This design comes from an exercise in tuning for small area, a short achievable clock period and few clock cycles per item on the open sky130 flow, not from production work.
The RTL was checked by simulation tests, not by an equivalence proof against the original design.
Power figures rest on the tool's default switching activity, not on a simulated workload.

**flow/design.v**
```verilog
package spp_pkg;
  localparam int US_W  = 12;
  localparam int VAL_W = 16;
  localparam int CNT_W = 16;
  localparam int IDX_W = 3;
  typedef enum logic [1:0] {
    CMD_TICK = 2'd0,
    CMD_AUTO = 2'd1,
    CMD_US   = 2'd2
  } cmd_t;
  typedef enum logic [1:0] {
    CH_A    = 2'd0,
    CH_B    = 2'd1,
    CH_BOTH = 2'd2
  } chan_t;
  localparam logic [IDX_W-1:0] REG_MIN_A = 3'd0;
  localparam logic [IDX_W-1:0] REG_MAX_A = 3'd1;
  localparam logic [IDX_W-1:0] REG_MIN_B = 3'd2;
  localparam logic [IDX_W-1:0] REG_MAX_B = 3'd3;
  localparam logic [IDX_W-1:0] REG_EN_A  = 3'd4;
  localparam logic [IDX_W-1:0] REG_EN_B  = 3'd5;
  localparam logic [US_W-1:0] MIN_RESET = 12'd544;
  localparam logic [US_W-1:0] MAX_RESET = 12'd2400;
  typedef struct packed {
    logic s2;
    logic s3;
  } stage_en_t;
  typedef struct packed {
    logic       load;
    logic [1:0] cmd;
    logic [1:0] channel;
  } upd_ctl_t;
endpackage
module servo_pulse_pwm_two_channel #(
  parameter int TICKS_PER_US = 16,
  parameter int MAX_ANGLE    = 180
) (
  input  logic         clk,
  input  logic         rst,
  input  logic         cfg_valid,
  output logic         cfg_ready,
  input  logic [2:0]   cfg_index,
  input  logic [11:0]  cfg_data,
  input  logic         item_valid,
  output logic         item_ready,
  input  logic [1:0]   item_cmd,
  input  logic [1:0]   item_channel,
  input  logic [15:0]  item_value,
  output logic         result_valid,
  input  logic         result_ready,
  output logic         result_pwm_a,
  output logic         result_pwm_b,
  output logic [15:0]  result_count
);
  logic [11:0] min_a, max_a, min_b, max_b;
  logic        enable_a, enable_b;
  logic [15:0] counter;
  logic [11:0] act_a, act_b;      
  logic        le_a, le_b;        
  logic        wrapped;           
  logic [12:0] pend_a, pend_b;    
  logic        need_a, need_b;    
  logic        busy, cur;
  logic        bel, abv, angf, gtf, negf;
  logic [4:0]  step;
  logic [19:0] x;
  logic        t1, t2, t3;
  logic        hu;                
  logic        e1, e2;
  logic        irdy, rv;
  assign cfg_ready = 1'b1;
  logic [11:0] d_min, d_max;
  logic        d_en;
  logic        we_min_a, we_max_a, we_min_b, we_max_b, we_en_a, we_en_b;
  assign d_min    = rst ? spp_pkg::MIN_RESET : cfg_data;
  assign d_max    = rst ? spp_pkg::MAX_RESET : cfg_data;
  assign d_en     = !rst && cfg_data[0];
  assign we_min_a = rst || (cfg_valid && cfg_index == spp_pkg::REG_MIN_A);
  assign we_max_a = rst || (cfg_valid && cfg_index == spp_pkg::REG_MAX_A);
  assign we_min_b = rst || (cfg_valid && cfg_index == spp_pkg::REG_MIN_B);
  assign we_max_b = rst || (cfg_valid && cfg_index == spp_pkg::REG_MAX_B);
  assign we_en_a  = rst || (cfg_valid && cfg_index == spp_pkg::REG_EN_A);
  assign we_en_b  = rst || (cfg_valid && cfg_index == spp_pkg::REG_EN_B);
  always_ff @(posedge clk) begin
    if (we_min_a) min_a    <= d_min;
    if (we_max_a) max_a    <= d_max;
    if (we_min_b) min_b    <= d_min;
    if (we_max_b) max_b    <= d_max;
    if (we_en_a)  enable_a <= d_en;
    if (we_en_b)  enable_b <= d_en;
  end
  logic acc, take, is_tick, is_wr, wr_a, wr_b;
  logic [12:0] raw;
  assign acc     = item_valid && irdy;
  assign take    = rv && result_ready;
  assign is_tick = item_cmd == 2'd0;
  assign is_wr   = item_cmd == 2'd1 || item_cmd == 2'd2;
  assign wr_a    = acc && is_wr && (item_channel == 2'd0 || item_channel == 2'd2);
  assign wr_b    = acc && is_wr && (item_channel != 2'd0);
  assign raw     = {item_cmd == 2'd1, item_value[11:0] | {12{|item_value[15:12]}}};
  logic [11:0] lo, hi, v;
  logic        pauto;
  logic [11:0] q;
  logic [12:0] sum;
  logic [7:0]  acc_in;
  logic [7:0]  ang;                
  logic        mbit;
  logic [8:0]  macc;
  logic [6:0]  dt, dsub;
  logic        dge;
  logic        s_cmp, s_first, s_mul, s_add, s_fin;
  logic [11:0] conv_w;
  logic        sfull, sel_lo, sel_hi, sel_x;
  assign lo    = cur ? min_b  : min_a;
  assign hi    = cur ? max_b  : max_a;
  assign v     = cur ? pend_b[11:0] : pend_a[11:0];
  assign pauto = cur ? pend_b[12]   : pend_a[12];
  assign q     = x[13:2];
  assign s_mul   = step >= 5'd1 && step <= 5'd12;
  always_comb begin
    sum      = {1'b0, lo} + {1'b0, q};
    acc_in   = s_first ? (negf ? ang : 8'd0) : x[19:12];
    mbit     = x[0] ^ !negf;
    macc     = {1'b0, acc_in} + (mbit ? {1'b0, ang} : 9'd0);
    dt       = {x[19:14], x[13]};
    dge      = dt >= 7'd45;
    dsub     = dt - 7'd45;
    sfull = angf && gtf;
    if (s_fin) begin
      sel_lo = negf && !x[12];
      sel_hi = negf && x[12];
      sel_x  = !negf;
    end else begin
      sel_lo = sfull ? negf : bel;
      sel_hi = sfull ? !negf : (!bel && abv);
      sel_x  = 1'b0;
    end
    if (sel_lo)      conv_w = lo;
    else if (sel_hi) conv_w = hi;
    else if (sel_x)  conv_w = x[11:0];
    else             conv_w = v;
  end
  logic        busy_n, cur_n, need_a_n, need_b_n;
  logic [12:0] pend_a_n, pend_b_n;
  logic        conv_wr;
  always_comb begin
    busy_n   = busy;
    cur_n    = cur;
    need_a_n = need_a;
    need_b_n = need_b;
    conv_wr  = 1'b0;
    if (!busy) begin
      if (need_a || need_b) begin
        busy_n = 1'b1;
        cur_n  = !need_a;
        if (need_a) need_a_n = 1'b0; else need_b_n = 1'b0;
      end
    end else if (s_fin || (s_first && !(angf && !gtf))) begin
      busy_n  = 1'b0;
      conv_wr = 1'b1;
    end
    pend_a_n = (conv_wr && !cur) ? {1'b0, conv_w} : pend_a;
    pend_b_n = (conv_wr &&  cur) ? {1'b0, conv_w} : pend_b;
    if (busy && (cur ? wr_b : wr_a)) busy_n = 1'b0;
    if (wr_a) begin
      pend_a_n = raw;
      need_a_n = 1'b1;
    end
    if (wr_b) begin
      pend_b_n = raw;
      need_b_n = 1'b1;
    end
  end
  always_ff @(posedge clk) begin
    if (rst) begin
      busy   <= 1'b0;
      need_a <= 1'b0;
      need_b <= 1'b0;
      pend_a <= '0;
      pend_b <= '0;
    end else begin
      busy   <= busy_n;
      need_a <= need_a_n;
      need_b <= need_b_n;
      pend_a <= pend_a_n;
      pend_b <= pend_b_n;
    end
  end
  always_ff @(posedge clk) begin
    cur  <= cur_n;
    step <= busy ? step + 5'd1 : 5'd0;
    s_cmp   <= !rst && !busy && busy_n;
    s_first <= !rst && s_cmp && busy_n;
    s_add   <= !rst && busy && step == 5'd24 && busy_n;
    s_fin   <= !rst && s_add && busy_n;
    if (s_cmp) begin
      bel  <= v < lo;
      abv  <= v > hi;
      angf <= pauto && (v < lo);
      gtf  <= v > 12'(MAX_ANGLE);
      negf <= sum[12];
      ang  <= v[7:0];
      x[11:0] <= sum[11:0];
    end else if (!busy) begin
      x[13:2] <= ~(need_a ? max_a : max_b);
    end else if (s_mul) begin
      x <= {macc, x[11:1]};
    end else if (s_add) begin
      x[12:0] <= {q == 12'd0, sum[11:0]};
    end else begin
      x <= {dge ? dsub[5:0] : dt[5:0], x[12:2], dge, x[1:0]};
    end
  end
  logic        t1_n, t2_n, t3_n, hu_n, e1_n, e2_n;
  logic        ap_raw, ap, wrap, nearwrap, busy_any, busy_any_n;
  assign busy_any   = busy | need_a | need_b;
  assign busy_any_n = busy_n | need_a_n | need_b_n;
  assign wrap       = counter == 16'hFFFF;
  assign nearwrap   = counter[15:3] == 13'h1FFF;
  always_comb begin
    if (take) begin
      t1_n = acc | t2;
      t2_n = acc ? t2 : t3;
      t3_n = 1'b0;
    end else begin
      t1_n = acc | t1;
      t2_n = acc ? t1 : t2;
      t3_n = acc ? t2 : t3;
    end
    if (take) ap_raw = t2 ? e1 : (acc & is_tick);
    else      ap_raw = t1 ? hu : (acc & is_tick);
    ap   = ap_raw & !((wrap & busy_any) | wrapped);
    hu_n = ap_raw & ((wrap & busy_any) | wrapped);
    if (take) e1_n = t3 ? e2 : is_tick;
    else      e1_n = (t1 & !t2) ? is_tick : e1;
    e2_n = (!take & t2 & !t3) ? is_tick : e2;
  end
  always_ff @(posedge clk) begin
    if (rst) begin
      t1      <= 1'b0;
      t2      <= 1'b0;
      t3      <= 1'b0;
      hu      <= 1'b0;
      e1      <= 1'b0;
      e2      <= 1'b0;
      irdy    <= 1'b1;
      rv      <= 1'b0;
      counter <= '0;
      act_a   <= '0;
      act_b   <= '0;
      le_a    <= 1'b1;
      le_b    <= 1'b1;
      wrapped <= 1'b0;
    end else begin
      t1   <= t1_n;
      t2   <= t2_n;
      t3   <= t3_n;
      hu   <= hu_n;
      e1   <= e1_n;
      e2   <= e2_n;
      irdy <= !t3_n && !(nearwrap && (hu_n || (t2_n && e1_n)));
      rv   <= t1_n && !hu_n && (t2_n || !busy_any_n);
      wrapped <= ap && wrap;
      if (wrapped) begin
        act_a <= pend_a[11:0];
        act_b <= pend_b[11:0];
      end
      if (ap) begin
        counter <= counter + 16'd1;
        if (wrap) begin
          le_a  <= 1'b1;
          le_b  <= 1'b1;
        end else begin
          if (counter == {act_a, 4'b0000}) le_a <= 1'b0;
          if (counter == {act_b, 4'b0000}) le_b <= 1'b0;
        end
      end
    end
  end
  assign item_ready   = irdy;
  assign result_valid = rv;
  assign result_count = counter;
  assign result_pwm_a = enable_a && le_a;
  assign result_pwm_b = enable_b && le_b;
endmodule
```
**flow/flow/run.sh**
```bash
#!/bin/bash
# Layout flow: the standard flow (standard.sh, unchanged synthesis and
# steps), with the port buffers inserted as sky130_fd_sc_hd__buf_2 cells
# instead of the default buffer cell that buffer_ports picks.
# Logs in the run folder: standard.log (everything standard.sh runs prints;
# ORFS keeps each tool's own log under orfs/logs/).
set -o pipefail
cp standard.sh standard_sh_copy.txt
export BUFFER_PORTS_ARGS="-buffer_cell sky130_fd_sc_hd__buf_2"
bash standard.sh > standard.log 2>&1
```
**flow/standard.sh**
```bash
#!/bin/bash
# synth_recipe.tcl (not shown) runs the flow's synth.tcl, then flattens the netlist and writes it again
# the make line also repeats each setting of config.mk as NAME=value (left out here)
make -C /OpenROAD-flow-scripts/flow DESIGN_CONFIG=/design/flow/config.mk WORK_HOME=/design/flow/orfs CLKGATE_MAP_FILE= SYNTH_SCRIPT=/design/flow/synth_recipe.tcl "${@:-finish}"
```
**flow/config.mk**
```make
export PLATFORM = sky130hd
export DESIGN_NAME = servo_pulse_pwm_two_channel
export DESIGN_NICKNAME = servo_pulse_pwm_two_channel
export VERILOG_FILES = /design/flow/design.v
export SDC_FILE = /design/flow/constraint.sdc
export NUM_CORES = 4
export LEC_CHECK = 0
export CAP_MARGIN = 20
export CORE_MARGIN = 2
export CORE_UTILIZATION = 40
export CTS_BUF_LIST = sky130_fd_sc_hd__clkbuf_8
export SETUP_SLACK_MARGIN = 4.4
export SLEW_MARGIN = 20
```
**flow/constraint.sdc**
```tcl
create_clock -name core_clock -period 7.0 [get_ports {clk}]
set_input_delay 1.4000 -clock core_clock [delete_from_list [all_inputs] [get_ports {clk}]]
set_output_delay 1.4000 -clock core_clock [all_outputs]
set_load 0.01 [all_outputs]
```
==> key figures, run 1 <==
Global route
  • Global routing met3 resource utilization: 0.0306
  • Number of antenna violations at the first check in global routing: 0
  • Busiest layer in global routing: met2
  • Met2 Resource Use GR: 0.312
  • First-pass GRT wire length: 41100 microns
  • Global-route track usage on met1: 0.286
  • Number of global-route vias before repair: around 7500
  • GRT Residual Overflow: 0
  • Overall Global Routing Usage: 0.201
  • Largest net degree at the start of global routing: 64

Routing
  • Via-to-Cell Ratio: around 5.6
  • Remaining design rule violation count: 0
  • Antenna-violating nets left: 0
  • Post-detailed-route wirelength per cell: 18.5 microns
  • Length of the first detailed-routing pass in iterations: 5
  • Detailed Route WL: 26000 microns
  • DR vias: 7829
  • Initial drt markers: 669

Die
  • Full die area: about 0.026 sq mm
  • FP Rows: 57
  • Width of the die: approximately 160 microns
  • Effective utilization at floorplan: 0.407
  • Die span in y: 161 microns
  • Total I/O pin count: 61
  • Core outline area: around 0.024 sq mm

Power
  • Share of power burned in combinational logic: 0.231
  • Switching fraction of total power: 0.308
  • Switching power: roughly 0.00079 W
  • Post-layout total power: 0.00255 W
  • Pwr/cell area: 226 mW/mm^2
  • Proportion of power drawn by flip-flops and latches: 0.467
  • Clock group share of total power: 0.301
  • Worst ir drop on vdd: ~0.00012 V
  • Leakage dissipation: 4.53 nW
  • Design internal power: 0.00176 W

Placed design
  • Weighted congestion reported at the end of routability-driven placement: 0.925
  • Number of buffers inserted by port buffering: 59
  • Pre-CTS setup slack: 3.72 ns
  • Sum of net half-perimeters after detailed placement: 18800 microns

STA
  • Minimum setup slack in the final design: 4.33 ns
  • Worst slew slack as a fraction of its limit: 0.306
  • Final Setup Violations: 0
  • Number of slew-limit violations in the final report: 0
  • Slew at the pin closest to its max-slew limit: 1.04 ns
  • Post-route clock period utilization: 0.381
  • Achievable clock frequency: 375 MHz
  • Final worst clock skew: 0.0128 ns
  • Final Hold Violating Endpoints: 0
  • TNS Setup: 0 ns
  • RSZ-0062 raised after global routing: true
  • Final worst path period need: about 2.7 ns
  • Worst hold slack across all endpoints: 0.483 ns

Synthesis
  • Number of enable-type register cells in the synthesized netlist: 74
  • Leading post-synthesis cells by instance count: 111 x nor2_1, 99 x dfxtp_1, 74 x edfxtp_1, 72 x a21oi_1, 53 x mux2i_1
  • Top flip-flop cell by instance count after synthesis: dfxtp_1
  • Cell count after synthesis: between 1000 and 1500
  • Most numerous cell in the Yosys netlist: nor2_1
  • Seq cells post-synth: 173
  • Cell type contributing the most total cell area after synthesis: edfxtp_1
  • Nets in the synthesized netlist: approximately 1100
  • Area share of the largest cell type after synthesis: 0.225
  • Number of unique standard cell types used by synthesis: 60
  • Synth async-reset ratio: 0
  • Ranking of synthesized cells by area: edfxtp_1 23%, dfxtp_1 20%, ha_1 6.6%
  • Post-synthesis instance area: 0.00986 sq mm
  • Mean cell area of the mapped netlist: about 9.7 sq um
  • Synth warn: 1
  • Share of synthesized area occupied by flip-flops and latches: 0.426

Setup path
  • Max Fanout on Critical Path: 7
  • Path type of the worst setup path: reg -> reg
  • Data required time of the worst path: 7.34 ns
  • Crit path DAT: 3.00 ns
  • Crit path launch type: register
  • Worst reg2reg path depth: 10
  • Endpoint type of the worst setup path: register

Finish
  • N_diodes: 0
  • Reg area: 0.00421 sq mm
  • Combined area of the multi-input logic cells: 0.00549 sq mm
  • Area growth from synthesis to final layout: 14.5%
  • Fraction of final layout cells with drive strength greater than 1: 0.203
  • Net count, final: between 1000 and 1500
  • Number of inserted filler cells in the final layout: 2393

CTS
  • Clock root buffer: clkbuf_8
  • Clk slew on worst S/H paths: 0.10 ns
  • Clock sink count: 173
  • CTS tree: done
  • TritonCTS buffer count: 17
  • Number of buffers on the longest clock path: 2
  • CTS Hold Buffers Added: 0
  • Clock insertion delay at the later pin of the skew report: 0.48 ns
  • H-Tree Depth: 4

Worst hold path
  • Hold Path Stages: 2
  • Hold Path Class: reg -> reg

Outcome
  • Result of the run: timing/DRC/antenna clean

Job
  • Number of max-cap violations: 0
metal layers:
layer,wire length [microns],vias to the layer above
met5,0,-
met4,609,0
met3,1230,41
met2,11700,190
met1,12500,3774
li1,-,3824
sequential cells by signal, indices dropped and copies added, names as in the netlist, 5 cells and up:
signal / flops
x: 20
counter: 16
pend_a: 13
pend_b: 13
act_a: 12
act_b: 12
max_a: 12
max_b: 12
min_a: 12
min_b: 12
ang: 8
step: 5
kinds of logic after synthesis:
group	after synthesis	share of synthesized area
AND/OR/NAND/NOR	313	0.158
AO/OA/AOI/OAI	235	0.156
flip-flops	173	0.426
buffers and inverters	98	0.0438
multiplexers	89	0.0949
XOR/XNOR	57	0.0506
adder cells (fa/ha/maj)	54	0.0701
other	1	0.000380
worst max-delay path, cell delays in order (launching register included):
cell,delay [ns]
edfxtp_1,0.42
buf_6,0.16
buf_12,0.13
mux2_4,0.33
fa_2,0.39
a211oi_2,0.20
nor2_1,0.09
o21a_1,0.24
o41a_1,0.34
xnor2_1,0.14
o22ai_1,0.09
through the flow:
| stage | std cells | utilization | instance area, sq um |
|---|---|---|---|
| finish | 1407 | 0.465 | 11300 |
| global route | 1407 | 0.465 | 11300 |
| CTS | 1400 | 0.459 | 11100 |
| detailed placement | 1353 | 0.429 | 10400 |
| global placement | 1353 | 0.429 | 10400 |
| floorplan | 1020 | - | 9930 |
final cells by class:
| cell class | instances | share of cell area |
|---|---|---|
| clock inverter | 14 | 0.0160 |
| sequential | 173 | 0.373 |
| clock buffer | 18 | 0.0220 |
| multi-input combinational | 749 | 0.487 |
| tap | 324 | 0.0359 |
| timing repair buffer | 88 | 0.0524 |
| inverter | 41 | 0.0139 |
power by group through the flow:
stage	sequential, W	clock, W	combinational (W)
6_report	0.00119	0.000767	0.000589
3_5_place_dp	0.00121	0	0.000509
2_1_floorplan	0.00119	0	0.000390
5_1_grt	0.00120	0.000816	0.000652
4_1_cts	0.00119	0.000779	0.000550
3_3_place_gp	0.00121	0	0.000504
cells in the final DEF (no fill, tap or decap), types with 28 or more instances in the layout:
cell type  netlist  final
edfxtp_1        74     74
inv_1           41     39
xor2_1          43     43
nand2_1         38     37
o21ai_0         46     37
nor2_1         111    110
ha_1            52     43
dfxtp_1         99     92
buf_2            9     58
mux2_2          36     28
mux2i_1         53     51
a21oi_1         72     67
path summary, 6_finish.rpt:
| path | slack [ns] | from | end |
|---|---|---|---|
| max | 4.33 | cur$_DFFE_PP_ | x[8]$_DFF_P_ |
| min reg2reg | 0.48 | le_a$_SDFFE_PP1P_ | le_a$_SDFFE_PP1P_ |
| min | 0.48 | le_a$_SDFFE_PP1P_ | le_a$_SDFFE_PP1P_ |
| max reg2reg | 4.33 | cur$_DFFE_PP_ | x[8]$_DFF_P_ |
what timing repair did:
action                                  CTS  global route
buffers inserted                         14             6
resized for setup                        36            30
gates cloned                              1             0
endpoints found under the setup margin   38            53
pin swaps                                15            13
Testbench counts, summed over its fixed seeds: cycles 1,049,224, items 1,048,576.
==> run 2: changes to the inputs <==
--- a/flow/config.mk
+++ b/flow/config.mk
@@ -10,4 +10,6 @@
 export CORE_UTILIZATION = 40
 export CTS_BUF_LIST = sky130_fd_sc_hd__clkbuf_8
+export PLACE_DENSITY = 0.8
 export SETUP_SLACK_MARGIN = 4.4
 export SLEW_MARGIN = 20
+export TNS_END_PERCENT = 5
==> run 2 against run 1 <==
Effect of this change: clock-buffer cell count grew 1; sequential share of layout area increased by 0.76 points; first-iteration DRC count up 11%; area after synthesis unchanged; clock skew is 0.0018 ns lower; clock power shrank 2%; non-clock buffer count decreased by 5; total power decreased by 1.9%; via count increased by 2.8%; highest routed layer unchanged; sequential power about the same; cell count decreased by 0.36%.
==> key figures, run 2 <==
Outcome
  • Result of the run: timing/DRC/antenna clean

CTS
  • TritonCTS buffer count: 17 (unchanged)
  • Number of buffers on the longest clock path: 2 (unchanged)
  • CTS tree: done
  • Clock insertion delay at the later pin of the skew report: 0.47 ns (about the same)
  • Clock root buffer: clkbuf_8
  • H-Tree Depth: 4 (unchanged)
  • Clk slew on worst S/H paths: 0.09 ns (about the same)
  • Clock sink count: 173 (unchanged)
  • CTS Hold Buffers Added: 0 (unchanged)

Setup path
  • Crit path DAT: 2.91 ns (-0.09 ns)
  • Worst reg2reg path depth: 9 (-1)
  • Path type of the worst setup path: reg -> reg
  • Terminus of the critical flop-to-flop path: negf$_DFFE_PP_
  • Crit path launch type: register
  • Standard cell with the maximum stage delay on the critical path: mux2_2
  • Timing startpoint of the critical path: cur$_DFFE_PP_
  • Worst Path Buf+Inv: 2 (unchanged)
  • Total stage count of the critical path: 9 (-1)
  • Cells traversed along the worst timing path: buf_4 -> buf_4 -> mux2_2 -> ha_1 -> a21oi_1 -> a21boi_2 -> o21ai_0 -> a211oi_2 -> o21ai_0
  • CP delay by family, top: compound AO/OA/AOI/OAI gates
  • Reg2reg setup slack: 4.29 ns (-0.05 ns)
  • Data required time of the worst path: 7.20 ns (-0.14 ns)
  • Endpoint type of the worst setup path: register
  • Crit path capture: negf$_DFFE_PP_
  • Max Fanout on Critical Path: 5 (-2)
  • Largest stage delay, worst path: 0.42 ns (about the same)
  • Startpoint of the worst-slack reg-to-reg timing path: cur$_DFFE_PP_

STA
  • Worst slew slack as a fraction of its limit: 0.282 (-0.0237)
  • Slew at the pin closest to its max-slew limit: 1.07 ns (+0.0352 ns)
  • Final worst clock skew: 0.0110 ns (-0.00175 ns)
  • Final Hold Violating Endpoints: 0 (unchanged)
  • TNS Setup: 0 ns (unchanged)
  • Final Setup Violations: 0 (unchanged)
  • Number of slew-limit violations in the final report: 0 (unchanged)
  • Minimum setup slack in the final design: 4.29 ns (-0.0453 ns)
  • Worst hold slack across all endpoints: 0.462 ns (-0.0212 ns)
  • Post-route clock period utilization: 0.387 (+0.00647)
  • Final worst path period need: 2.71 ns (+0.0453 ns)
  • RSZ-0062 raised after global routing: true
  • Achievable clock frequency: 369 MHz (-1.7%)

Synthesis
  • Synth async-reset ratio: 0 (unchanged)
  • Synthesized-area fraction occupied by and/or/nand/nor cells: 0.158 (unchanged)
  • Cell type contributing the most total cell area after synthesis: edfxtp_1
  • Area share of the largest cell type after synthesis: 0.225 (unchanged)
  • Nets in the synthesized netlist: 1114 (unchanged)
  • Mux share of post-synthesis cell area: 0.0949 (unchanged)
  • Cell count after synthesis: 1020 (unchanged)
  • Leading post-synthesis cells by instance count: 111 x nor2_1, 99 x dfxtp_1, 74 x edfxtp_1, 72 x a21oi_1, 53 x mux2i_1
  • Combinational family with the most area after synthesis: simple AND/OR/NAND/NOR gates
  • Share of synthesized area occupied by flip-flops and latches: 0.426 (unchanged)
  • Ranking of synthesized cells by area: edfxtp_1 23%, dfxtp_1 20%, ha_1 6.6%
  • Number of unique standard cell types used by synthesis: 60 (unchanged)
  • Seq cells post-synth: 173 (unchanged)
  • Most numerous cell in the Yosys netlist: nor2_1
  • Xor/xnor share of the synthesized area: 0.0506 (unchanged)
  • Number of enable-type register cells in the synthesized netlist: 74 (unchanged)
  • Top flip-flop cell by instance count after synthesis: dfxtp_1
  • Mean cell area of the mapped netlist: 9.67 sq um (unchanged)
  • Area share of fa/ha/maj cells after synthesis: 0.0701 (unchanged)
  • Synth warn: 1 (unchanged)
  • Fraction of the mapped netlist area in compound gates: 0.156 (unchanged)
  • Post-synthesis instance area: 0.00986 sq mm (unchanged)

Placed design
  • Sum of net half-perimeters after detailed placement: 18300 microns (-2.5%)
  • Pre-CTS setup slack: 3.69 ns (-0.0375 ns)
  • Instance count after placement with tap cells included: 1353 (unchanged)
  • Weighted congestion reported at the end of routability-driven placement: 1.03 (+12%)
  • Number of buffers inserted by port buffering: 59 (unchanged)

Die
  • Total I/O pin count: 61 (unchanged)
  • Core outline area: 0.0242 sq mm (unchanged)
  • Effective utilization at floorplan: 0.407 (unchanged)
  • Die span in y: 161 microns (unchanged)
  • Full die area: 0.0259 sq mm (unchanged)
  • FP Rows: 57 (unchanged)
  • Width of the die: 161 microns (unchanged)

Routing
  • Antenna-violating nets left: 0 (unchanged)
  • Remaining design rule violation count: 0 (unchanged)
  • Via-to-Cell Ratio: 5.74 (+3.1%)
  • Detailed Route WL: 25200 microns (-3.1%)
  • Initial drt markers: 745 (+11%)
  • Length of the first detailed-routing pass in iterations: 5 (unchanged)
  • DR vias: 8045 (+2.8%)
  • Post-detailed-route wirelength per cell: 18.0 microns (-2.8%)

Global route
  • First-pass GRT wire length: 39700 microns (-3.4%)
  • Busiest layer in global routing: met2
  • GRT Residual Overflow: 0 (unchanged)
  • Global-route track usage on met1: 0.259 (-0.0271)
  • Largest net degree at the start of global routing: 85 (+33%)
  • Number of antenna violations at the first check in global routing: 0 (unchanged)
  • Overall Global Routing Usage: 0.192 (-0.00926)
  • Met2 Resource Use GR: 0.312 (unchanged)
  • Global routing met3 resource utilization: 0.0318 (+0.00128)
  • Number of global-route vias before repair: 7605 (+1.2%)

Finish
  • Area growth from synthesis to final layout: 12.0%
  • N_diodes: 0 (unchanged)
  • Net count, final: 1159 (-0.43%)
  • Number of inserted filler cells in the final layout: 2263 (-5.4%)
  • Register bank with the most flops: x
  • Number of standard cells in the layout, taps in and fillers out: 1402 (-0.36%)
  • Fraction of final layout cells with drive strength greater than 1: 0.177 (-0.0260)
  • Commonest non-fill, non-tap cell in the layout: nor2_1
  • Most frequent cells in the layout: 110 x nor2_1, 98 x dfxtp_1, 74 x edfxtp_1
  • Largest register FFs: 20 (unchanged)
  • Registers with the most flip-flops: x: 20 flops, counter: 16 flops

Power
  • Worst ir drop on vdd: 0.000153 V (+26%)
  • Leakage dissipation: 4.44 nW (-1.8%)
  • Pwr/cell area: 226 mW/mm^2 (+0.31%)

Worst hold path
  • Hold Path Class: reg -> reg

Job
  • Number of max-cap violations: 0 (unchanged)
[run 2: cell counts after synthesis]
Identical to the previous run, type by type.
[run 2: layout make-up]
| type | instances | area [sq um] | area share |
|---|---|---|---|
| Clock inverter | 13 | 164 | 0.0148 |
| Sequential cell | 173 | 4210 | 0.381 |
| Timing Repair Buffer | 83 | 500 | 0.0453 |
| Clock buffer | 19 | 262 | 0.0237 |
| Inverter | 41 | 156 | 0.0142 |
| Tap cell | 324 | 405 | 0.0367 |
| Multi-Input combinational cell | 749 | 5350 | 0.484 |
[run 2: power breakdown]
part	total, W	internal, W	switching (W)
logic	0.000557	0.000234	0.000323
clock network	0.000755	0.000375	0.000380
registers	0.00119	0.00113	0.0000570
total	0.00250	0.00174	0.000760
[run 2: through the flow]
step	utilization	instance area [sq um]	power [W]
global placement	0.429	10400	0.00170
CTS	0.453	11000	0.00248
finish	0.455	11000	0.00250
detailed placement	0.429	10400	0.00172
global route	0.455	11000	0.00260
floorplan	-	9930	0.00158
[run 2: cells by family after synthesis]
| kind of cell | Yosys count |
|---|---|
| simple gates | 313 |
| compound gates | 235 |
| flops | 173 |
| buf+inv | 98 |
| mux | 89 |
| xor+xnor | 57 |
| fa+ha+maj | 54 |
| other cells | 1 |
[run 2: layer usage]
layer	wire length, microns	part of all wire
met1	11100	0.44
met2	11900	0.47
met3	1560	0.062
met4	632	0.025
met5	0	0
[run 2: timing repair]
action | 4_1_cts | 5_1_grt
pin swaps | 9 | 4
resized for setup | 15 | 13
setup endpoints to repair | 51 | 58
buffers inserted | 14 | 3
[run 2: worst min-delay path: stages (launching register included)]
cell	delay, ns
dfxtp_1	0.31
o21ai_0	0.06
nand2_1	0.05
[run 2: worst min-delay path by stage]
stage	from	endpoint	depth (start not counted)
after global routing	pend_b[12]$_SDFFE_PP0P_	pend_b[12]$_SDFFE_PP0P_	2
after global placement	le_b$_SDFFE_PP1P_	le_b$_SDFFE_PP1P_	2
after floorplan	le_a$_SDFFE_PP1P_	le_a$_SDFFE_PP1P_	2
final	le_b$_SDFFE_PP1P_	le_b$_SDFFE_PP1P_	2
after CTS	le_b$_SDFFE_PP1P_	le_b$_SDFFE_PP1P_	2
after detailed placement	le_b$_SDFFE_PP1P_	le_b$_SDFFE_PP1P_	2
==> run 3: changes to the inputs <==
--- a/flow/config.mk
+++ b/flow/config.mk
@@ -10,5 +10,4 @@
 export CORE_UTILIZATION = 40
 export CTS_BUF_LIST = sky130_fd_sc_hd__clkbuf_8
-export PLACE_DENSITY = 0.8
 export SETUP_SLACK_MARGIN = 4.4
 export SLEW_MARGIN = 20
==> run 3 against run 2 <==
Effect of this change: final area up 0.56%; synthesized cell count did not move; register-to-register slack improved by 0.02 ns; setup slack gained 0.024 ns; clock power fell by 1%; sequential share of layout area down 0.21 points; global-route usage up 0.93 points.
==> key figures, run 3 <==
Worst hold path
  • Hold Path Class: reg -> reg
  • Hold Path Stages: 2 (unchanged)

Placed design
  • Number of buffers inserted by port buffering: 59 (unchanged)
  • Weighted congestion reported at the end of routability-driven placement: 0.922 (-11%)
  • Sum of net half-perimeters after detailed placement: 18500 microns (+1.3%)

STA
  • Number of slew-limit violations in the final report: 0 (unchanged)
  • Final worst clock skew: 0.0197 ns (+0.00863 ns)
  • Achievable clock frequency: 372 MHz (+0.91%)
  • TNS Setup: 0 ns (unchanged)
  • Post-route clock period utilization: 0.384 (-0.00349)
  • Slew at the pin closest to its max-slew limit: 1.07 ns (-0.00758 ns)
  • Final Hold Violating Endpoints: 0 (unchanged)
  • RSZ-0062 raised after global routing: true
  • Final worst path period need: 2.69 ns (-0.0244 ns)
  • Worst slew slack as a fraction of its limit: 0.288 (+0.00638)
  • Final Setup Violations: 0 (unchanged)

Die
  • Full die area: 0.0259 sq mm (unchanged)
  • Width of the die: 161 microns (unchanged)
  • Total I/O pin count: 61 (unchanged)
  • Effective utilization at floorplan: 0.407 (unchanged)
  • Die span in y: 161 microns (unchanged)
  • FP Rows: 57 (unchanged)
  • Core outline area: 0.0242 sq mm (unchanged)

Setup path
  • Crit path launch type: register
  • Data required time of the worst path: 7.29 ns (+0.09 ns)
  • Crit path DAT: 2.98 ns (+0.07 ns)
  • Endpoint type of the worst setup path: register
  • Max Fanout on Critical Path: 11 (+6)
  • Path type of the worst setup path: reg -> reg
  • Worst reg2reg path depth: 10 (+1)

Synthesis
  • Seq cells post-synth: 173 (unchanged)
  • Share of synthesized area occupied by flip-flops and latches: 0.426 (unchanged)
  • Mean cell area of the mapped netlist: 9.67 sq um (unchanged)
  • Nets in the synthesized netlist: 1114 (unchanged)
  • Number of unique standard cell types used by synthesis: 60 (unchanged)
  • Most numerous cell in the Yosys netlist: nor2_1
  • Area share of the largest cell type after synthesis: 0.225 (unchanged)
  • Post-synthesis instance area: 0.00986 sq mm (unchanged)
  • Synth async-reset ratio: 0 (unchanged)
  • Leading post-synthesis cells by instance count: 111 x nor2_1, 99 x dfxtp_1, 74 x edfxtp_1, 72 x a21oi_1, 53 x mux2i_1
  • Ranking of synthesized cells by area: edfxtp_1 23%, dfxtp_1 20%, ha_1 6.6%
  • Cell type contributing the most total cell area after synthesis: edfxtp_1
  • Synth warn: 1 (unchanged)
  • Number of enable-type register cells in the synthesized netlist: 74 (unchanged)
  • Cell count after synthesis: 1020 (unchanged)
  • Top flip-flop cell by instance count after synthesis: dfxtp_1

CTS
  • Number of buffers on the longest clock path: 2 (unchanged)
  • H-Tree Depth: 4 (unchanged)
  • Clock sink count: 173 (unchanged)
  • Clock root buffer: clkbuf_8
  • Clk slew on worst S/H paths: 0.11 ns (+0.02 ns)
  • CTS tree: done
  • Clock insertion delay at the later pin of the skew report: 0.48 ns (about the same)
  • TritonCTS buffer count: 17 (unchanged)
  • CTS Hold Buffers Added: 0 (unchanged)

Global route
  • Overall Global Routing Usage: 0.201 (+0.00933)
  • Largest net degree at the start of global routing: 69 (-19%)
  • Global-route track usage on met1: 0.293 (+0.0344)
  • GRT Residual Overflow: 0 (unchanged)
  • Met2 Resource Use GR: 0.313 (+0.000975)
  • First-pass GRT wire length: 40900 microns (+3.2%)
  • Number of antenna violations at the first check in global routing: 0 (unchanged)
  • Busiest layer in global routing: met2
  • Number of global-route vias before repair: 7371 (-3.1%)
  • Global routing met3 resource utilization: 0.0285 (-0.00334)

Finish
  • Register bank with the most flops: x
  • Commonest non-fill, non-tap cell in the layout: nor2_1
  • Registers with the most flip-flops: x: 20 flops, counter: 16 flops
  • Fraction of final layout cells with drive strength greater than 1: 0.175 (-0.00169)
  • N_diodes: 0 (unchanged)
  • Area growth from synthesis to final layout: 12.6%
  • Most frequent cells in the layout: 110 x nor2_1, 98 x dfxtp_1, 74 x edfxtp_1
  • Largest register FFs: 20 (unchanged)
  • Net count, final: 1158 (-0.086%)

Routing
  • Antenna-violating nets left: 0 (unchanged)
  • Post-detailed-route wirelength per cell: 18.6 microns (+3.5%)
  • DR vias: 7778 (-3.3%)
  • Length of the first detailed-routing pass in iterations: 4 (-1)
  • Remaining design rule violation count: 0 (unchanged)
  • Via-to-Cell Ratio: 5.55 (-3.2%)
  • Initial drt markers: 694 (-6.8%)
  • Detailed Route WL: 26100 microns (+3.4%)

Outcome
  • Result of the run: timing/DRC/antenna clean

Power
  • Worst ir drop on vdd: 0.000130 V (-15%)
  • Leakage dissipation: 4.46 nW (+0.46%)
  • Pwr/cell area: 224 mW/mm^2 (-0.88%)
  • Post-layout total power: 0.00249 W (-0.33%)

Job
  • Number of max-cap violations: 0 (unchanged)
-- run 3: layout make-up --
| type | count | area [sq um] |
|---|---|---|
| clock buffer | 17 | 234 |
| clock inverter | 15 | 190 |
| fill | 2337 | 13100 |
| inverter | 41 | 156 |
| multi-input combinational | 750 | 5380 |
| sequential | 173 | 4210 |
| tap | 324 | 405 |
| timing repair buffer | 81 | 531 |
-- run 3: worst max-delay path: stages (launching register included) --
cell and delay, ns:
edfxtp_1 0.45, buf_4 0.18, clkbuf_16 0.18, mux2_2 0.40, inv_1 0.07, ha_1 0.23, a21o_1 0.18, a21o_1 0.17
a211oi_1 0.22, a21oi_1 0.13, nor4_1 0.28
-- run 3: kinds of logic (layout without fill, tap and decap cells) --
group,Yosys count,in the layout,synth area share
AO/OA/AOI/OAI,235,235,0.156
XOR/XNOR,57,57,0.0506
adder cells (fa/ha/maj),54,54,0.0701
buffers and inverters,98,154,0.0438
flip-flops,173,173,0.426
multiplexers,89,89,0.0949
other,1,1,0.000380
AND/OR/NAND/NOR,313,314,0.158
-- run 3: worst paths after layout --
kind	slack, ns	from	to
setup / recovery	4.31	cur$_DFFE_PP_	angf$_DFFE_PP_
hold / removal	0.48	le_b$_SDFFE_PP1P_	le_b$_SDFFE_PP1P_
setup reg to reg	4.31	cur$_DFFE_PP_	angf$_DFFE_PP_
hold reg to reg	0.48	le_b$_SDFFE_PP1P_	le_b$_SDFFE_PP1P_
-- run 3: metal layers --
metal,routed length [microns],part of all wire,vias up
li1,-,-,3815
met1,12900,0.50,3735
met2,11600,0.44,196
met3,1070,0.041,32
met4,462,0.018,0
met5,0,0,-
-- run 3: stage by stage --
step	instance area [sq um]	utilization	worst slack, ns	hold slack, ns	cells
after floorplan	9930	-	4.35	0.435	1020
after global placement	10400	0.429	3.69	0.446	1353
after detailed placement	10400	0.429	3.75	0.457	1353
after CTS	11000	0.452	4.31	0.477	1394
after global routing	11100	0.458	4.24	0.504	1401
final	11100	0.458	4.31	0.478	1401
-- run 3: what timing repair did --
action | CTS | global route
pin swaps | 4 | 1
setup buffers | 8 | 5
endpoints found under the setup margin | 23 | 63
gates resized for setup | 11 | 15
cloned | 1 | 2
-- run 3: power by group --
| part | switching [W] | internal [W] | total (W) |
|---|---|---|---|
| Sequential | 0.0000572 | 0.00113 | 0.00119 |
| Combinational | 0.000321 | 0.000236 | 0.000557 |
| Clock | 0.000438 | 0.000308 | 0.000746 |
| Total | 0.000817 | 0.00167 | 0.00249 |
==> run 4: changes to the inputs <==
--- a/flow/config.mk
+++ b/flow/config.mk
@@ -10,4 +10,5 @@
 export CORE_UTILIZATION = 40
 export CTS_BUF_LIST = sky130_fd_sc_hd__clkbuf_8
+export GPL_ROUTABILITY_DRIVEN = 0
 export SETUP_SLACK_MARGIN = 4.4
 export SLEW_MARGIN = 20
==> run 4 against run 3 <==
Effect of this change: final area unchanged; combinational power about the same; non-clock buffer count unchanged; critical path type unchanged; wire length unchanged.
==> key figures, run 4 <==
Routing
  • Met1 routed wirelength after detailed routing: 12900 microns (unchanged)
  • Length of the first detailed-routing pass in iterations: 4 (unchanged)
  • DR vias: 7778 (unchanged)
  • Sum of met2 wire segment lengths after detailed routing: 11600 microns (unchanged)
  • Post-detailed-route wirelength per cell: 18.6 microns (unchanged)
  • Remaining design rule violation count: 0 (unchanged)
  • Antenna-violating nets left: 0 (unchanged)
  • Detailed Route WL: 26100 microns (unchanged)
  • Detailed-routed wire length on met3: 1070 microns (unchanged)
  • Initial drt markers: 694 (unchanged)
  • Top Metal Used: met4
  • Via-to-Cell Ratio: 5.55 (unchanged)

Die
  • Width of the die: 161 microns (unchanged)
  • Effective utilization at floorplan: 0.407 (unchanged)
  • FP Rows: 57 (unchanged)
  • Die span in y: 161 microns (unchanged)
  • Full die area: 0.0259 sq mm (unchanged)
  • Core outline area: 0.0242 sq mm (unchanged)
  • Total I/O pin count: 61 (unchanged)

CTS
  • H-Tree Depth: 4 (unchanged)
  • Clock sink count: 173 (unchanged)
  • TritonCTS buffer count: 17 (unchanged)
  • Number of buffers on the longest clock path: 2 (unchanged)
  • Clock root buffer: clkbuf_8
  • CTS tree: done
  • Clock insertion delay at the later pin of the skew report: 0.48 ns (about the same)
  • Clk slew on worst S/H paths: 0.11 ns (about the same)
  • CTS Hold Buffers Added: 0 (unchanged)

Finish
  • Area growth from synthesis to final layout: 12.6% (unchanged)
  • Number of standard cells in the layout, taps in and fillers out: 1401 (unchanged)
  • Utilization after layout: 0.458 (unchanged)
  • Registers with the most flip-flops: x: 20 flops, counter: 16 flops
  • Largest register FFs: 20 (unchanged)
  • Net count, final: 1158 (unchanged)
  • Commonest non-fill, non-tap cell in the layout: nor2_1
  • Fraction of final layout cells with drive strength greater than 1: 0.175 (unchanged)
  • Most frequent cells in the layout: 110 x nor2_1, 98 x dfxtp_1, 74 x edfxtp_1
  • Number of inserted filler cells in the final layout: 2337 (unchanged)
  • Register bank with the most flops: x
  • N_diodes: 0 (unchanged)

Synthesis
  • Mean cell area of the mapped netlist: 9.67 sq um (unchanged)
  • Cell count after synthesis: 1020 (unchanged)
  • Synth warn: 1 (unchanged)
  • Post-synthesis instance area: 0.00986 sq mm (unchanged)
  • Top flip-flop cell by instance count after synthesis: dfxtp_1
  • Number of unique standard cell types used by synthesis: 60 (unchanged)
  • Cell type contributing the most total cell area after synthesis: edfxtp_1
  • Nets in the synthesized netlist: 1114 (unchanged)
  • Synth async-reset ratio: 0 (unchanged)
  • Seq cells post-synth: 173 (unchanged)
  • Leading post-synthesis cells by instance count: 111 x nor2_1, 99 x dfxtp_1, 74 x edfxtp_1, 72 x a21oi_1, 53 x mux2i_1
  • Number of enable-type register cells in the synthesized netlist: 74 (unchanged)
  • Area share of the largest cell type after synthesis: 0.225 (unchanged)
  • Most numerous cell in the Yosys netlist: nor2_1
  • Share of synthesized area occupied by flip-flops and latches: 0.426 (unchanged)
  • Ranking of synthesized cells by area: edfxtp_1 23%, dfxtp_1 20%, ha_1 6.6%

Power
  • Leakage dissipation: 4.46 nW (unchanged)
  • Worst ir drop on vdd: 0.000130 V (unchanged)
  • Pwr/cell area: 224 mW/mm^2 (unchanged)

Placed design
  • Sum of net half-perimeters after detailed placement: 18500 microns (unchanged)
  • Instance count after placement with tap cells included: 1353 (unchanged)
  • Number of buffers inserted by port buffering: 59 (unchanged)

Global route
  • Number of antenna violations at the first check in global routing: 0 (unchanged)
  • Largest net degree at the start of global routing: 69 (unchanged)
  • GRT Residual Overflow: 0 (unchanged)
  • Number of global-route vias before repair: 7371 (unchanged)
  • First-pass GRT wire length: 40900 microns (unchanged)
  • Overall Global Routing Usage: 0.201 (unchanged)

STA
  • Final worst clock skew: 0.0197 ns (unchanged)
  • Final worst path period need: 2.69 ns (unchanged)
  • TNS Setup: 0 ns (unchanged)
  • Achievable clock frequency: 372 MHz (unchanged)
  • Number of slew-limit violations in the final report: 0 (unchanged)
  • Final Hold Violating Endpoints: 0 (unchanged)
  • Slew at the pin closest to its max-slew limit: 1.07 ns (unchanged)
  • RSZ-0062 raised after global routing: true
  • Worst slew slack as a fraction of its limit: 0.288 (unchanged)
  • Post-route clock period utilization: 0.384 (unchanged)
  • Final Setup Violations: 0 (unchanged)

Setup path
  • Endpoint type of the worst setup path: register
  • Terminus of the critical flop-to-flop path: angf$_DFFE_PP_
  • Dominant cell type by count on the critical path: a21o_1
  • Startpoint of the worst-slack reg-to-reg timing path: cur$_DFFE_PP_
  • Crit path launch type: register
  • Largest stage delay, worst path: 0.45 ns (about the same)
  • Max Fanout on Critical Path: 11 (unchanged)
  • Data required time of the worst path: 7.29 ns (about the same)
  • Reg2reg setup slack: 4.31 ns (about the same)
  • Path type of the worst setup path: reg -> reg
  • Crit path capture: angf$_DFFE_PP_
  • Standard cell with the maximum stage delay on the critical path: edfxtp_1
  • Timing startpoint of the critical path: cur$_DFFE_PP_
  • Crit path DAT: 2.98 ns (about the same)
  • Cells traversed along the worst timing path: buf_4 -> clkbuf_16 -> mux2_2 -> inv_1 -> ha_1 -> a21o_1 -> a21o_1 -> a211oi_1 -> a21oi_1 -> nor4_1
  • Worst reg2reg path depth: 10 (unchanged)

Worst hold path
  • Hold Path Class: reg -> reg

Job
  • Number of max-cap violations: 0 (unchanged)

Outcome
  • Result of the run: timing/DRC/antenna clean
## run 4: worst min-delay path by stage
stage                                  from           endpoint  slack (ns)  cells after the start
after CTS                 le_b$_SDFFE_PP1P_  le_b$_SDFFE_PP1P_        0.48                      2
after floorplan           le_a$_SDFFE_PP1P_  le_a$_SDFFE_PP1P_        0.43                      2
final                     le_b$_SDFFE_PP1P_  le_b$_SDFFE_PP1P_        0.48                      2
after global routing      le_b$_SDFFE_PP1P_  le_b$_SDFFE_PP1P_        0.50                      2
after global placement    le_b$_SDFFE_PP1P_  le_b$_SDFFE_PP1P_        0.45                      2
after detailed placement  le_b$_SDFFE_PP1P_  le_b$_SDFFE_PP1P_        0.46                      2
## run 4: cell type report
class | instances | area, sq um | area share
repair buffers | 81 | 531 | 0.0478
clock buffers | 17 | 234 | 0.0211
well taps | 324 | 405 | 0.0365
clock inverters | 15 | 190 | 0.0171
multi-input cells | 750 | 5380 | 0.485
flip-flops and latches | 173 | 4210 | 0.379
inverters | 41 | 156 | 0.0141
## run 4: routing by layer
layer	up-vias	global-route usage
met5	-	0
met1	3735	0.293
met3	32	0.0285
met2	196	0.313
li1	3815	-
met4	0	0.0568
## run 4: critical path, delay by kind of cell, from the launching register on
| kind | cells | cell delay, ns |
|---|---|---|
| buf+inv | 3 | 0.43 |
| flops | 1 | 0.45 |
| mux | 1 | 0.40 |
| fa+ha+maj | 1 | 0.23 |
| simple gates | 1 | 0.28 |
| compound gates | 4 | 0.70 |
## run 4: through the flow
step / hold slack (ns) / instance area [sq um] / worst slack (ns) / power [W]
after detailed placement: 0.457 / 10400 / 3.75 / 0.00172
after CTS: 0.477 / 11000 / 4.31 / 0.00248
after floorplan: 0.435 / 9930 / 4.35 / 0.00158
final: 0.478 / 11100 / 4.31 / 0.00249
after global routing: 0.504 / 11100 / 4.24 / 0.00261
after global placement: 0.446 / 10400 / 3.69 / 0.00172
## run 4: kinds of logic (layout without fill, tap and decap cells)
family,Yosys count,after routing,synth area share
other,1,1,0.000380
adders and majority gates,54,54,0.0701
and+or+nand+nor,313,314,0.158
DFF,173,173,0.426
muxes,89,89,0.0949
buffers and inverters,98,154,0.0438
xor gates and xnor gates,57,57,0.0506
AOI/OAI and AO/OA,235,235,0.156
## run 4: power breakdown
group	switching (W)	leakage, nW	internal, W
sequential	0.0000572	1.52	0.00113
combinational	0.000321	2.73	0.000236
clock	0.000438	0.215	0.000308
## run 4: repair_timing
item / in CTS / in global routing
cloned: 1 / 2
pin swaps: 4 / 1
gates resized for setup: 11 / 15
setup endpoints to repair: 23 / 63
buffers inserted: 8 / 5
==> run 5: changes to the inputs <==
--- a/flow/design.v
+++ b/flow/design.v
@@ -165,9 +165,9 @@
     if (wr_a) begin
       pend_a_n = raw;
-      need_a_n = 1'b1;
+      if (busy || !busy_n || cur_n) need_a_n = 1'b1;
     end
     if (wr_b) begin
       pend_b_n = raw;
-      need_b_n = 1'b1;
+      if (busy || !busy_n || !cur_n) need_b_n = 1'b1;
     end
   end
--- a/flow/config.mk
+++ b/flow/config.mk
@@ -10,5 +10,4 @@
 export CORE_UTILIZATION = 40
 export CTS_BUF_LIST = sky130_fd_sc_hd__clkbuf_8
-export GPL_ROUTABILITY_DRIVEN = 0
 export SETUP_SLACK_MARGIN = 4.4
 export SLEW_MARGIN = 20
==> run 5 against run 4 <==
Effect of this change: clock power up 0.8%; hold slack got worse by 0.0034 ns; non-clock buffer count rose by 4; largest cell class unchanged; clock-buffer cell count did not move; global-route usage rose by 0.27 points; highest routed layer unchanged; register-to-register slack gained 0.11 ns; wire length is 5.6% higher; critical path type is now reg -> out; sequential power is 3% higher; total power increased by 17%; area after synthesis is 3.4% higher; die area grew 3.3%; sequential share of layout area down 1.2 points.
==> key figures, run 5 <==
Setup path
  • Worst Path Buf+Inv: 1 (-2)
  • CP delay by family, top: flip-flops
  • Cells traversed along the worst timing path: buf_2
  • Largest stage delay, worst path: 0.58 ns (+0.13 ns)
  • Path type of the worst setup path: reg -> out
  • Crit path launch type: register
  • Endpoint type of the worst setup path: output pin
  • Crit path DAT: 1.28 ns (-1.70 ns)
  • Max Fanout on Critical Path: 6 (-5)
  • Standard cell with the maximum stage delay on the critical path: dfxtp_1
  • Data required time of the worst path: 5.60 ns (-1.69 ns)

Routing
  • Antenna-violating nets left: 0 (unchanged)
  • Detailed Route WL: 27500 microns (+5.6%)
  • Remaining design rule violation count: 0 (unchanged)
  • Via-to-Cell Ratio: 5.79 (+4.3%)
  • Post-detailed-route wirelength per cell: 19.3 microns (+3.9%)
  • DR vias: 8247 (+6.0%)
  • Initial drt markers: 528 (-24%)
  • Length of the first detailed-routing pass in iterations: 5 (+1)

Synthesis
  • Leading post-synthesis cells by instance count: 100 x dfxtp_1, 91 x nor2_1, 73 x edfxtp_1, 69 x a21oi_1, 65 x mux2i_1
  • Top flip-flop cell by instance count after synthesis: dfxtp_1
  • Post-synthesis instance area: 0.0102 sq mm (+3.4%)
  • Ranking of synthesized cells by area: edfxtp_1 22%, dfxtp_1 20%, ha_1 6.4%
  • Cell type contributing the most total cell area after synthesis: edfxtp_1
  • Cell count after synthesis: 1043 (+2.3%)
  • Number of unique standard cell types used by synthesis: 76 (+27%)
  • Most numerous cell in the Yosys netlist: dfxtp_1
  • Number of enable-type register cells in the synthesized netlist: 73 (-1.4%)
  • Nets in the synthesized netlist: 1137 (+2.1%)
  • Seq cells post-synth: 173 (unchanged)
  • Synth warn: 1 (unchanged)
  • Synth async-reset ratio: 0 (unchanged)
  • Area share of the largest cell type after synthesis: 0.215 (-0.0103)
  • Share of synthesized area occupied by flip-flops and latches: 0.412 (-0.0148)
  • Mean cell area of the mapped netlist: 9.77 sq um (+1.1%)

Placed design
  • Number of buffers inserted by port buffering: 59 (unchanged)
  • Sum of net half-perimeters after detailed placement: 19700 microns (+6.1%)
  • Weighted congestion reported at the end of routability-driven placement: 0.862

Die
  • Core outline area: 0.0251 sq mm (+3.5%)
  • Effective utilization at floorplan: 0.406 (-0.000785)
  • Die span in y: 164 microns (+1.6%)
  • Total I/O pin count: 61 (unchanged)
  • Width of the die: 164 microns (+1.6%)
  • FP Rows: 58 (+1.8%)
  • Full die area: 0.0268 sq mm (+3.3%)

STA
  • Worst slew slack as a fraction of its limit: 0.287 (-0.00117)
  • RSZ-0062 raised after global routing: true
  • Number of slew-limit violations in the final report: 0 (unchanged)
  • TNS Setup: 0 ns (unchanged)
  • Post-route clock period utilization: 0.383 (-0.00121)
  • Slew at the pin closest to its max-slew limit: 1.07 ns (+0.00175 ns)
  • Final worst clock skew: 0.0254 ns (+0.00569 ns)
  • Final worst path period need: 2.68 ns (-0.00845 ns)
  • Final Setup Violations: 0 (unchanged)
  • Final Hold Violating Endpoints: 0 (unchanged)
  • Achievable clock frequency: 373 MHz (+0.32%)
  • Worst hold slack across all endpoints: 0.475 ns (-0.00337 ns)

Finish
  • Fraction of final layout cells with drive strength greater than 1: 0.186 (+0.0110)
  • Registers with the most flip-flops: x: 20 flops, counter: 16 flops
  • Net count, final: 1175 (+1.5%)
  • Register bank with the most flops: x
  • Most frequent cells in the layout: 97 x dfxtp_1, 90 x nor2_1, 73 x edfxtp_1
  • Largest register FFs: 20 (unchanged)
  • Commonest non-fill, non-tap cell in the layout: dfxtp_1
  • N_diodes: 0 (unchanged)
  • Area growth from synthesis to final layout: 12.4%

CTS
  • CTS tree: done
  • Clock sink count: 173 (unchanged)
  • TritonCTS buffer count: 17 (unchanged)
  • CTS Hold Buffers Added: 0 (unchanged)
  • Clock root buffer: clkbuf_8
  • Number of buffers on the longest clock path: 2 (unchanged)
  • H-Tree Depth: 4 (unchanged)
  • Clock insertion delay at the later pin of the skew report: 0.48 ns (about the same)
  • Clk slew on worst S/H paths: 0.11 ns (about the same)

Power
  • Share of power burned in combinational logic: 0.322 (+0.098)
  • Proportion of power drawn by flip-flops and latches: 0.421 (-0.055)
  • Leakage dissipation: 4.49 nW (+0.63%)
  • Worst ir drop on vdd: 0.000140 V (+7.7%)
  • Pwr/cell area: 255 mW/mm^2 (+14%)
  • Design internal power: 0.00186 W (+11%)
  • Switching power: 0.00107 W (+31%)
  • Clock group share of total power: 0.257 (-0.043)
  • Switching fraction of total power: 0.365 (+0.0371)

Job
  • Number of max-cap violations: 0 (unchanged)

Global route
  • Overall Global Routing Usage: 0.204 (+0.00271)
  • Number of global-route vias before repair: 7729 (+4.9%)
  • First-pass GRT wire length: 42500 microns (+3.9%)
  • Number of antenna violations at the first check in global routing: 0 (unchanged)
  • Largest net degree at the start of global routing: 58 (-16%)
  • GRT Residual Overflow: 0 (unchanged)

Worst hold path
  • Hold Path Class: reg -> reg

Outcome
  • Result of the run: timing/DRC/antenna clean
## run 5: power groups by stage
stage	sequential [W]	clock [W]	combinational, W
after floorplan	0.00122	0	0.000651
after CTS	0.00122	0.000768	0.000866
final	0.00123	0.000752	0.000941
after detailed placement	0.00125	0	0.000844
after global routing	0.00124	0.000805	0.00104
after global placement	0.00124	0	0.000835
## run 5: timing repair
action | in CTS | in global routing
pin swaps | 2 | 8
endpoints found under the hold margin | 0 | 0
setup buffers | 6 | 7
endpoints found under the setup margin | 49 | 63
gates resized for setup | 13 | 28
gates cloned | 0 | 2
## run 5: metrics by stage
step / setup slack, ns / cells / util / cell area (sq um) / power, W
2_1_floorplan: 4.07 / 1043 / - / 10300 / 0.00187
3_3_place_gp: 3.45 / 1376 / 0.426 / 10700 / 0.00208
3_5_place_dp: 3.42 / 1376 / 0.426 / 10700 / 0.00209
4_1_cts: 4.28 / 1414 / 0.447 / 11200 / 0.00286
5_1_grt: 4.24 / 1424 / 0.456 / 11400 / 0.00309
6_report: 4.32 / 1424 / 0.456 / 11400 / 0.00292
## run 5: cell type report
type                       count  area, sq um
fill                        2464        13700
multi-input combinational    767         5700
sequential                   173         4200
timing repair buffer          85          548
tap                          330          413
clock buffer                  17          234
clock inverter                15          196
inverter                      37          154
## run 5: worst min-delay path: stages, from the launching register on
cell and delay, ns:
dfxtp_1 0.32, nand3_1 0.06, a21oi_1 0.06
## run 5: worst paths after layout
path | cells after the start | from | endpoint | slack [ns]
setup / recovery | 1 | counter[15]$_SDFFE_PP0P_ | result_count[15] | 4.32
hold / removal | 2 | pend_a[12]$_SDFFE_PP0P_ | pend_a[12]$_SDFFE_PP0P_ | 0.47
setup reg to reg | 11 | negf$_DFFE_PP_ | x[17]$_DFFE_PP_ | 4.42
hold reg to reg | 2 | pend_a[12]$_SDFFE_PP0P_ | pend_a[12]$_SDFFE_PP0P_ | 0.47
## run 5: metal layers
layer	routed length, microns	vias to the layer above	part of all wire	GRT usage
li1	-	3990	-	-
met1	12800	4002	0.46	0.286
met2	12900	224	0.47	0.332
met3	1490	31	0.054	0.0289
met4	408	0	0.015	0.0486
met5	0	-	0	0
## run 5: logic make-up after synthesis
family                     Yosys count  synth area share
AOI/OAI and AO/OA                  276             0.188
xor gates and xnor gates            42            0.0361
adders and majority gates           54            0.0678
buffers and inverters              103            0.0451
DFF                                173             0.412
muxes                               86            0.0885
other                                1          0.000368
and+or+nand+nor                    308             0.163
Testbench counts of run 5, summed over its fixed seeds: cycles 1,049,210, items 1,048,576.
==> run 6: changes to the inputs <==
--- a/flow/config.mk
+++ b/flow/config.mk
@@ -10,5 +10,5 @@
 export CORE_UTILIZATION = 40
 export CTS_BUF_LIST = sky130_fd_sc_hd__clkbuf_8
-export SETUP_SLACK_MARGIN = 4.4
+export SETUP_SLACK_MARGIN = 4.2
 export SLEW_MARGIN = 20
 export TNS_END_PERCENT = 5
==> run 6 against run 5 <==
Effect of this change: still clean on timing, DRC and antenna; first-iteration DRC count rose by 30%; global-route usage is 0.72 points higher; die area did not move; cell count down 0.77%; largest cell class unchanged.
==> key figures, run 6 <==
Outcome
  • Result of the run: timing/DRC/antenna clean

Synthesis
  • Number of unique standard cell types used by synthesis: 76 (unchanged)
  • Leading post-synthesis cells by instance count: 100 x dfxtp_1, 91 x nor2_1, 73 x edfxtp_1, 69 x a21oi_1, 65 x mux2i_1
  • Cell count after synthesis: 1043 (unchanged)
  • Synth async-reset ratio: 0 (unchanged)
  • Most numerous cell in the Yosys netlist: dfxtp_1
  • Top flip-flop cell by instance count after synthesis: dfxtp_1
  • Post-synthesis instance area: 0.0102 sq mm (unchanged)
  • Share of synthesized area occupied by flip-flops and latches: 0.412 (unchanged)
  • Area share of the largest cell type after synthesis: 0.215 (unchanged)
  • Cell type contributing the most total cell area after synthesis: edfxtp_1
  • Synth warn: 1 (unchanged)
  • Number of enable-type register cells in the synthesized netlist: 73 (unchanged)
  • Nets in the synthesized netlist: 1137 (unchanged)
  • Mean cell area of the mapped netlist: 9.77 sq um (unchanged)
  • Seq cells post-synth: 173 (unchanged)
  • Ranking of synthesized cells by area: edfxtp_1 22%, dfxtp_1 20%, ha_1 6.4%

Routing
  • Antenna-violating nets left: 0 (unchanged)
  • Length of the first detailed-routing pass in iterations: 5 (unchanged)
  • Detailed Route WL: 27600 microns (+0.33%)
  • Initial drt markers: 688 (+30%)
  • DR vias: 8148 (-1.2%)
  • Remaining design rule violation count: 0 (unchanged)
  • Via-to-Cell Ratio: 5.77 (-0.43%)
  • Post-detailed-route wirelength per cell: 19.5 microns (+1.1%)

Setup path
  • Max Fanout on Critical Path: 12 (+6)
  • Standard cell with the maximum stage delay on the critical path: dfxtp_1
  • Largest stage delay, worst path: 0.68 ns (+0.10 ns)
  • Crit path launch type: register
  • Cells traversed along the worst timing path: buf_2
  • CP delay by family, top: flip-flops
  • Path type of the worst setup path: reg -> out
  • Data required time of the worst path: 5.60 ns (about the same)
  • Crit path DAT: 1.39 ns (+0.11 ns)
  • Worst Path Buf+Inv: 1 (unchanged)
  • Endpoint type of the worst setup path: output pin

Die
  • Full die area: 0.0268 sq mm (unchanged)
  • Die span in y: 164 microns (unchanged)
  • Total I/O pin count: 61 (unchanged)
  • Width of the die: 164 microns (unchanged)
  • Effective utilization at floorplan: 0.406 (unchanged)
  • FP Rows: 58 (unchanged)
  • Core outline area: 0.0251 sq mm (unchanged)

CTS
  • H-Tree Depth: 4 (unchanged)
  • TritonCTS buffer count: 17 (unchanged)
  • CTS Hold Buffers Added: 0 (unchanged)
  • Clock sink count: 173 (unchanged)
  • Clock insertion delay at the later pin of the skew report: 0.48 ns (about the same)
  • Number of buffers on the longest clock path: 2 (unchanged)
  • CTS tree: done
  • Clk slew on worst S/H paths: 0.11 ns (about the same)
  • Clock root buffer: clkbuf_8

Power
  • Leakage dissipation: 4.44 nW (-1.1%)
  • Pwr/cell area: 254 mW/mm^2 (-0.42%)
  • Post-layout total power: 0.00285 W (-2.6%)
  • Worst ir drop on vdd: 0.000129 V (-8.1%)

STA
  • Final Hold Violating Endpoints: 0 (unchanged)
  • Final worst path period need: 2.79 ns (+0.113 ns)
  • Slew at the pin closest to its max-slew limit: 1.10 ns (+0.0290 ns)
  • Post-route clock period utilization: 0.399 (+0.0162)
  • Achievable clock frequency: 358 MHz (-4.1%)
  • Final Setup Violations: 0 (unchanged)
  • RSZ-0062 raised after global routing: true
  • TNS Setup: 0 ns (unchanged)
  • Number of slew-limit violations in the final report: 0 (unchanged)
  • Final worst clock skew: 0.0162 ns (-0.00916 ns)
  • Worst slew slack as a fraction of its limit: 0.268 (-0.0188)

Placed design
  • Sum of net half-perimeters after detailed placement: 20200 microns (+2.7%)
  • Weighted congestion reported at the end of routability-driven placement: 0.887 (+2.9%)
  • Number of buffers inserted by port buffering: 59 (unchanged)
  • Placed cell areas: 0.0107 sq mm (-0.16%)
  • Instance count after placement with tap cells included: 1376 (unchanged)

Finish
  • N_diodes: 0 (unchanged)
  • Area growth from synthesis to final layout: 9.95%
  • Largest register FFs: 20 (unchanged)
  • Register bank with the most flops: x
  • Most frequent cells in the layout: 98 x dfxtp_1, 91 x nor2_1, 73 x edfxtp_1
  • Commonest non-fill, non-tap cell in the layout: dfxtp_1
  • Number of standard cells in the layout, taps in and fillers out: 1413 (-0.77%)
  • Registers with the most flip-flops: x: 20 flops, counter: 16 flops
  • Fraction of final layout cells with drive strength greater than 1: 0.162 (-0.0249)
  • Final instance area: 0.0112 sq mm (-2.2%)
  • Net count, final: 1164 (-0.94%)

Global route
  • Number of antenna violations at the first check in global routing: 0 (unchanged)
  • Overall Global Routing Usage: 0.211 (+0.00715)
  • GRT Residual Overflow: 0 (unchanged)
  • Largest net degree at the start of global routing: 58 (unchanged)
  • First-pass GRT wire length: 43900 microns (+3.3%)
  • Number of global-route vias before repair: 7818 (+1.2%)

Job
  • Number of max-cap violations: 0 (unchanged)

Worst hold path
  • Hold Path Class: reg -> reg
[run 6: changes by cell type in the layout (fill, tap and decap cells not counted), sizes merged]
cell and change:
buf -9, clkbuf -2, inv +2, clkinv -1, clkinvlp -1
[run 6: cells by family (layout without fill, tap and decap cells)]
| group | Yosys count | in the layout | synth area share |
|---|---|---|---|
| multiplexers | 86 | 86 | 0.0885 |
| adder cells (fa/ha/maj) | 54 | 54 | 0.0678 |
| AND/OR/NAND/NOR | 308 | 308 | 0.163 |
| XOR/XNOR | 42 | 42 | 0.0361 |
| buffers and inverters | 103 | 143 | 0.0451 |
| flip-flops | 173 | 173 | 0.412 |
| other | 1 | 1 | 0.000368 |
| AO/OA/AOI/OAI | 276 | 276 | 0.188 |
[run 6: where the power goes]
group	switching (W)	total, W	internal [W]
Combinational	0.000524	0.000888	0.000364
Sequential	0.0000880	0.00123	0.00115
Clock	0.000425	0.000728	0.000303
Total	0.00104	0.00285	0.00181
[run 6: path summary, 6_finish.rpt]
path,from,to,slack [ns],depth (start not counted)
min,step[0]$_SDFF_PN0_,step[0]$_SDFF_PN0_,0.49,1
max,counter[12]$_SDFFE_PP0P_,result_count[12],4.21,1
max reg2reg,negf$_DFFE_PP_,x[17]$_DFFE_PP_,4.22,9
min reg2reg,step[0]$_SDFF_PN0_,step[0]$_SDFF_PN0_,0.49,1
[run 6: area by class of cell]
type	count	area, sq um
tap	330	413
multi-input combinational	767	5600
inverter	37	141
timing repair buffer	74	444
clock buffer	17	234
clock inverter	15	173
sequential	173	4200
fill	2492	13900
[run 6: repair_timing]
action                     CTS  global route
cloned                       0             1
resized for setup            1            15
setup endpoints to repair   16            66
setup buffers                4             0
[run 6: metal layers]
metal | routed length (microns) | track usage
met1 | 13100 | 0.303
met2 | 12900 | 0.335
met3 | 1210 | 0.0236
met4 | 405 | 0.0614
met5 | 0 | 0
[run 6: per-stage QoR]
stage | setup WS [ns] | hold slack (ns) | util
2_1_floorplan | 4.06 | 0.430 | -
3_3_place_gp | 3.48 | 0.457 | 0.426
5_1_grt | 4.07 | 0.513 | 0.446
4_1_cts | 4.07 | 0.494 | 0.443
3_5_place_dp | 3.49 | 0.470 | 0.426
6_report | 4.21 | 0.489 | 0.446

re-timing with driven ports:
No port has a modelled driver above. Below, the same layouts with a new extraction and two added sets of constraints.
Step 1 assumes that a clkbuf_16 drives the clock port and a buf_2 every other input.
Step 2 moves the port delays by t, midway between the first and last clock arrival at a register: inputs arrive t later, outputs are due t later. That takes back most of the time a late clock gives input paths.
Three values: ideal, step 1, step 2; two values: the first two.
run | t, ns | setup slack, ns | worst hold slack (ns) | cell pins on the clock port's net
run 1 | 0.520 | 4.335 / 4.335 / 3.957 | 0.483 / 0.483 / 0.483 | 1
run 2 | 0.499 | 4.290 / 4.290 / 3.851 | 0.462 / 0.462 / 0.462 | 1
run 3 | 0.509 | 4.314 / 4.314 / 3.932 | 0.478 / 0.478 / 0.478 | 1
run 4 | 0.509 | 4.314 / 4.314 / 3.932 | 0.478 / 0.478 / 0.478 | 1
run 5 | 0.512 | 4.322 / 4.280 / 3.869 | 0.475 / 0.475 / 0.475 | 1
run 6 | 0.508 | 4.209 / 4.169 / 3.812 | 0.489 / 0.489 / 0.489 | 1
After both steps setup and hold are still met in every run listed. For run 5, which loses most, drivers alone change the setup slack by -0.042 ns; drivers and shift together by -0.453 ns.
